Background: an optimization exercise with open tools, aiming at a short achievable clock period. Do not read the settings as production practice. Function was checked by simulation only, so behaviour that the tests miss may differ from the original. Power figures rest on the tool's default switching activity, not on a simulated workload.

==> module ksAdd, before the edit <==
module ksAdd (
    input  logic [31:0] aF,
    input  logic [31:0] bnF,
    input  logic [31:0] aS,
    input  logic [31:0] bnS,
    input  logic        cin,
    output logic [31:0] p,
    output logic [31:0] c
);
    logic [31:0] gn0, tn0;
    logic        gnC;
    pgGen   #(.N(32)) uG (.a(aF), .bn(bnF), .gn(gn0));
    pgTrans #(.N(32)) uT (.a(aF), .bn(bnF), .tn(tn0));
    pgProp  #(.N(32)) uP (.a(aS), .bn(bnS), .p(p));
    pgCin             uC (.a(aF[0]), .bn(bnF[0]), .cin(cin), .gn(gnC));
    logic [4:0][31:0] G;
    logic [4:0][31:0] T;
    logic [31:16]     G5;
    assign G[0] = {gn0[31:1], gnC};
    assign T[0] = tn0;
    for (genvar k = 1; k <= 4; k++) begin : gLevel
        localparam int D = 1 << (k - 1);
        if (k % 2 == 1) begin : gOdd
            gOai21 #(.N(32 - D)) uG (
                .a(T[k-1][31:D]), .b(G[k-1][31-D:0]), .c(G[k-1][31:D]), .y(G[k][31:D])
            );
            gInv #(.N(D)) uPass (.a(G[k-1][D-1:0]), .y(G[k][D-1:0]));
            gNor2 #(.N(32 - 2 * D)) uT (
                .a(T[k-1][31:2*D]), .b(T[k-1][31-D:D]), .y(T[k][31:2*D])
            );
            assign T[k][2*D-1:0] = '0;   
        end else begin : gEven
            gAoi21 #(.N(32 - D)) uG (
                .a(T[k-1][31:D]), .b(G[k-1][31-D:0]), .c(G[k-1][31:D]), .y(G[k][31:D])
            );
            gInv #(.N(D)) uPass (.a(G[k-1][D-1:0]), .y(G[k][D-1:0]));
            gNand2 #(.N(32 - 2 * D)) uT (
                .a(T[k-1][31:2*D]), .b(T[k-1][31-D:D]), .y(T[k][31:2*D])
            );
            assign T[k][2*D-1:0] = '0;   
        end
    end
    gOai21 #(.N(16)) uG5 (.a(T[4][31:16]), .b(G[4][15:0]), .c(G[4][31:16]), .y(G5));
    assign c = {G5[30:16], G[4][15:0], cin};
endmodule
==> module mipsCore, before the edit <==
module mipsCore #(
    parameter logic [31:0] RESET_PC = 32'h0000_3000
) (
    input  logic          clk,
    input  logic          arstN,
    output logic [31:0]   pc,
    input  logic [31:0]   instr,
    output logic [31:0]   memAddr,
    output logic [31:0]   memWdata,
    output logic          memWe,
    input  logic [31:0]   memRdata,
    output logic          regWe,
    output logic [4:0]    regWaddr,
    output logic [31:0]   regWdata
);
    logic [5:0]  op;
    logic [4:0]  rs, rt, rd;
    logic [5:0]  fn;
    logic [15:0] imm;
    assign op  = instr[31:26];
    assign rs  = instr[25:21];
    assign rt  = instr[20:16];
    assign rd  = instr[15:11];
    assign fn  = instr[5:0];
    assign imm = instr[15:0];
    logic isR, isAdd, isSub, isJr, isOri, isLui, isLw, isSw, isBeq, isJal;
    assign isR   = (op == 6'b000000);
    assign isAdd = isR && (fn == 6'b100000);
    assign isSub = isR && (fn == 6'b100010);
    assign isJr  = isR && (fn == 6'b001000);
    assign isOri = (op == 6'b001101);
    assign isLui = (op == 6'b001111);
    assign isLw  = (op == 6'b100011);
    assign isSw  = (op == 6'b101011);
    assign isBeq = (op == 6'b000100);
    assign isJal = (op == 6'b000011);
    logic selSub, selOrLo, selOrHi, selAddImm, selAddRt;
    assign selSub    = isSub || isBeq;
    assign selOrLo   = isOri;
    assign selOrHi   = isLui;
    assign selAddImm = isLw || isSw;
    assign selAddRt  = !(selSub || selOrLo || selOrHi || selAddImm);
    logic [31:0]      regs [1:31];
    logic [31*32-1:0] regsFlat;
    logic [31:0]      rsData, rtData;
    for (genvar i = 1; i < 32; i++) begin : gFlat
        assign regsFlat[(i-1)*32 +: 32] = regs[i];
    end
    logic [31:0] rsF, rtF;
    regRead uRsRead (.addr(rs), .regsFlat(regsFlat), .dataF(rsF), .dataS(rsData));
    regRead uRtRead (.addr(rt), .regsFlat(regsFlat), .dataF(rtF), .dataS(rtData));
    logic [31:0] sImm;
    assign sImm = {{16{imm[15]}}, imm};
    logic        selSum;
    logic [31:0] bX1, bX0, bnF, bnS, pSum, cSum, orLo, orHi;
    assign selSum = selAddRt || selSub || selAddImm;
    assign bX1 = selAddImm ? sImm : {32{selAddRt}};
    assign bX0 = selAddImm ? sImm : {32{selSub}};
    bOperand #(.N(64)) uB (.r({rtData, rtF}), .x1({2{bX1}}), .x0({2{bX0}}), .bn({bnS, bnF}));
    ksAdd uAdd (.aF(rsF), .bnF(bnF), .aS(rsData), .bnS(bnS), .cin(selSub), .p(pSum), .c(cSum));
    assign orLo = rsData | {16'h0000, imm};
    assign orHi = rsData | {imm, 16'h0000};
    logic [31:0] aluOther;
    assign aluOther = ({32{selOrLo}} & orLo) | ({32{selOrHi}} & orHi);
    resultSelect uAluSel (
        .selSum (selSum), .p (pSum), .c (cSum), .other (aluOther),
        .y      (memAddr), .y2 ()
    );
    logic [31:0] pcPlus4;
    logic        wbWrite, wbAlu;
    assign regWaddr = (isOri || isLui || isLw) ? rt : (isJal ? 5'd31 : rd);
    assign wbWrite  = (isAdd || isSub || isOri || isLui || isLw || isJal) && (regWaddr != 5'd0);
    assign wbAlu    = !(isLw || isJal);
    logic [31:0] wbOther, wbData;
    assign wbOther = ({32{wbAlu && selOrLo}} & orLo) | ({32{wbAlu && selOrHi}} & orHi)
                   | ({32{isLw}} & memRdata) | ({32{isJal}} & pcPlus4);
    resultSelect uWbSel (
        .selSum (wbAlu && selSum), .p (pSum), .c (cSum), .other (wbOther),
        .y      (regWdata), .y2 (wbData)
    );
    assign regWe    = wbWrite && arstN;
    assign memWe    = isSw && arstN;
    assign memWdata = rtData;
    logic [31:1] wrEn [4];
    for (genvar k = 0; k < 4; k++) begin : gWrDec
        wrDec uWrDec (.we(regWe), .waddr(regWaddr), .en(wrEn[k]));
    end
    always_ff @(posedge clk or negedge arstN) begin
        if (!arstN) begin
            for (int i = 1; i < 32; i++) regs[i] <= 32'd0;
        end else begin
            for (int i = 1; i < 32; i++)
                for (int k = 0; k < 4; k++)
                    if (wrEn[k][i]) regs[i][k*8 +: 8] <= wbData[k*8 +: 8];
        end
    end
    logic [31:0] branchTarget, jumpTarget, nextPc;
    logic        rsEqRt;
    assign pcPlus4      = pc + 32'd4;
    assign branchTarget = pcPlus4 + {sImm[29:0], 2'b00};
    assign jumpTarget   = {pcPlus4[31:28], instr[25:0], 2'b00};
    assign rsEqRt       = (rsData == rtData);
    always_comb begin
        if (isJr)                  nextPc = rsData;
        else if (isJal)            nextPc = jumpTarget;
        else if (isBeq && rsEqRt)  nextPc = branchTarget;
        else                       nextPc = pcPlus4;
    end
    always_ff @(posedge clk or negedge arstN) begin
        if (!arstN) pc <= RESET_PC;
        else        pc <= nextPc;
    end
endmodule
Settings: LEC_CHECK=0, CAP_MARGIN=20, CORE_MARGIN=2, CORE_UTILIZATION=40, SETUP_SLACK_MARGIN=5, SLEW_MARGIN=20, SYNTH_HIERARCHICAL=1; clock period 13.0 ns.
standard.sh (not shown) runs the stock make flow with config.mk's settings and CLKGATE_MAP_FILE= SYNTH_SCRIPT=/design/flow/synth_recipe.tcl, a recipe that flattens the netlist after the stock synthesis.
==> flow/flow/run.sh <==
#!/bin/bash
# The standard layout (standard.sh: standard synthesis, floorplan, place,
# CTS, route), with one change: the port buffers that placement inserts on
# every input and output are sky130_fd_sc_hd__buf_16 instead of the default
# pick (a delay cell, clkdlybuf4s50_1). Make's full output goes to
# standard_flow.log; each ORFS step also keeps its own log under orfs/logs/.
set -euo pipefail
bash standard.sh "BUFFER_PORTS_ARGS=-buffer_cell sky130_fd_sc_hd__buf_16" finish > standard_flow.log 2>&1
==> next run, changes <==
--- a/flow/design.v
+++ b/flow/design.v
@@ -151,9 +151,10 @@
     input  logic [31:0] aS,
     input  logic [31:0] bnS,
     input  logic        cin,
     output logic [31:0] p,
-    output logic [31:0] c
+    output logic [31:0] c,
+    output logic [31:0] c2               
 );
     logic [31:0] gn0, tn0;
     logic        gnC;
     pgGen   #(.N(32)) uG (.a(aF), .bn(bnF), .gn(gn0));
@@ -161,9 +162,9 @@
     pgProp  #(.N(32)) uP (.a(aS), .bn(bnS), .p(p));
     pgCin             uC (.a(aF[0]), .bn(bnF[0]), .cin(cin), .gn(gnC));
     logic [4:0][31:0] G;
     logic [4:0][31:0] T;
-    logic [31:16]     G5;
+    logic [31:16]     G5, G5b;
     assign G[0] = {gn0[31:1], gnC};
     assign T[0] = tn0;
     for (genvar k = 1; k <= 4; k++) begin : gLevel
         localparam int D = 1 << (k - 1);
@@ -186,10 +187,13 @@
             );
             assign T[k][2*D-1:0] = '0;   
         end
     end
-    gOai21 #(.N(16)) uG5 (.a(T[4][31:16]), .b(G[4][15:0]), .c(G[4][31:16]), .y(G5));
-    assign c = {G5[30:16], G[4][15:0], cin};
+    gOai21 #(.N(32)) uG5 (
+        .a({2{T[4][31:16]}}), .b({2{G[4][15:0]}}), .c({2{G[4][31:16]}}), .y({G5b, G5})
+    );
+    assign c  = {G5[30:16],  G[4][15:0], cin};
+    assign c2 = {G5b[30:16], G[4][15:0], cin};
 endmodule
 `default_nettype wire
 `timescale 1ns/1ps
 `default_nettype none
@@ -441,9 +445,11 @@
     assign selSum = selAddRt || selSub || selAddImm;
     assign bX1 = selAddImm ? sImm : {32{selAddRt}};
     assign bX0 = selAddImm ? sImm : {32{selSub}};
     bOperand #(.N(64)) uB (.r({rtData, rtF}), .x1({2{bX1}}), .x0({2{bX0}}), .bn({bnS, bnF}));
-    ksAdd uAdd (.aF(rsF), .bnF(bnF), .aS(rsData), .bnS(bnS), .cin(selSub), .p(pSum), .c(cSum));
+    logic [31:0] cSum2;
+    ksAdd uAdd (.aF(rsF), .bnF(bnF), .aS(rsData), .bnS(bnS), .cin(selSub), .p(pSum), .c(cSum),
+                .c2(cSum2));
     assign orLo = rsData | {16'h0000, imm};
     assign orHi = rsData | {imm, 16'h0000};
     logic [31:0] aluOther;
     assign aluOther = ({32{selOrLo}} & orLo) | ({32{selOrHi}} & orHi);
@@ -459,9 +465,9 @@
     logic [31:0] wbOther, wbData;
     assign wbOther = ({32{wbAlu && selOrLo}} & orLo) | ({32{wbAlu && selOrHi}} & orHi)
                    | ({32{isLw}} & memRdata) | ({32{isJal}} & pcPlus4);
     resultSelect uWbSel (
-        .selSum (wbAlu && selSum), .p (pSum), .c (cSum), .other (wbOther),
+        .selSum (wbAlu && selSum), .p (pSum), .c (cSum2), .other (wbOther),
         .y      (regWdata), .y2 (wbData)
     );
     assign regWe    = wbWrite && arstN;
     assign memWe    = isSw && arstN;
Utilization fell by 0.26 points. Worst setup slack is worse by 0.14 ns. Cell area barely changes. Clock skew is about the same. Via count stays flat. Power hardly moves. Count of clock-buffer cells in the layout falls by 7. Routed wire length went up by 3.6%. Critical path depth drops by 1. Global-route usage goes up by 1.1 points. Area after synthesis is about the same. Die area hardly moves.

## static timing again, ports no longer ideal
Ports are ideal in the flow. The routed layouts listed here were re-timed in OpenROAD. Step 1: set_driving_cell puts a clkbuf_16 on clk and a buf_2 on each other input, an assumption about the parent block. Step 2 moves the port delays by t, midway between the first and last clock arrival at a register: inputs arrive t later, outputs are due t later. That takes back most of the time a late clock gives input paths. Slacks: ideal / step 1 / step 2; pairs: ideal / step 1.
| run | shift t [ns] | setup slack, ns | worst hold slack (ns) | worst setup path at the end | clock arrival spread, ns |
|---|---|---|---|---|---|
| the first run | 0.862 | 4.333 / 3.654 / 3.654 | 0.538 / 0.538 / 0.538 | input to output | 0.050 / 0.050 |
| the second run | 0.873 | 4.197 / 3.432 / 3.432 | 0.541 / 0.541 / 0.541 | input to output | 0.049 / 0.050 |
After both steps setup and hold are still met in every run listed. The setup slack of the second run, which loses most, moves by -0.765 ns with the drivers and by -0.765 ns with both steps.
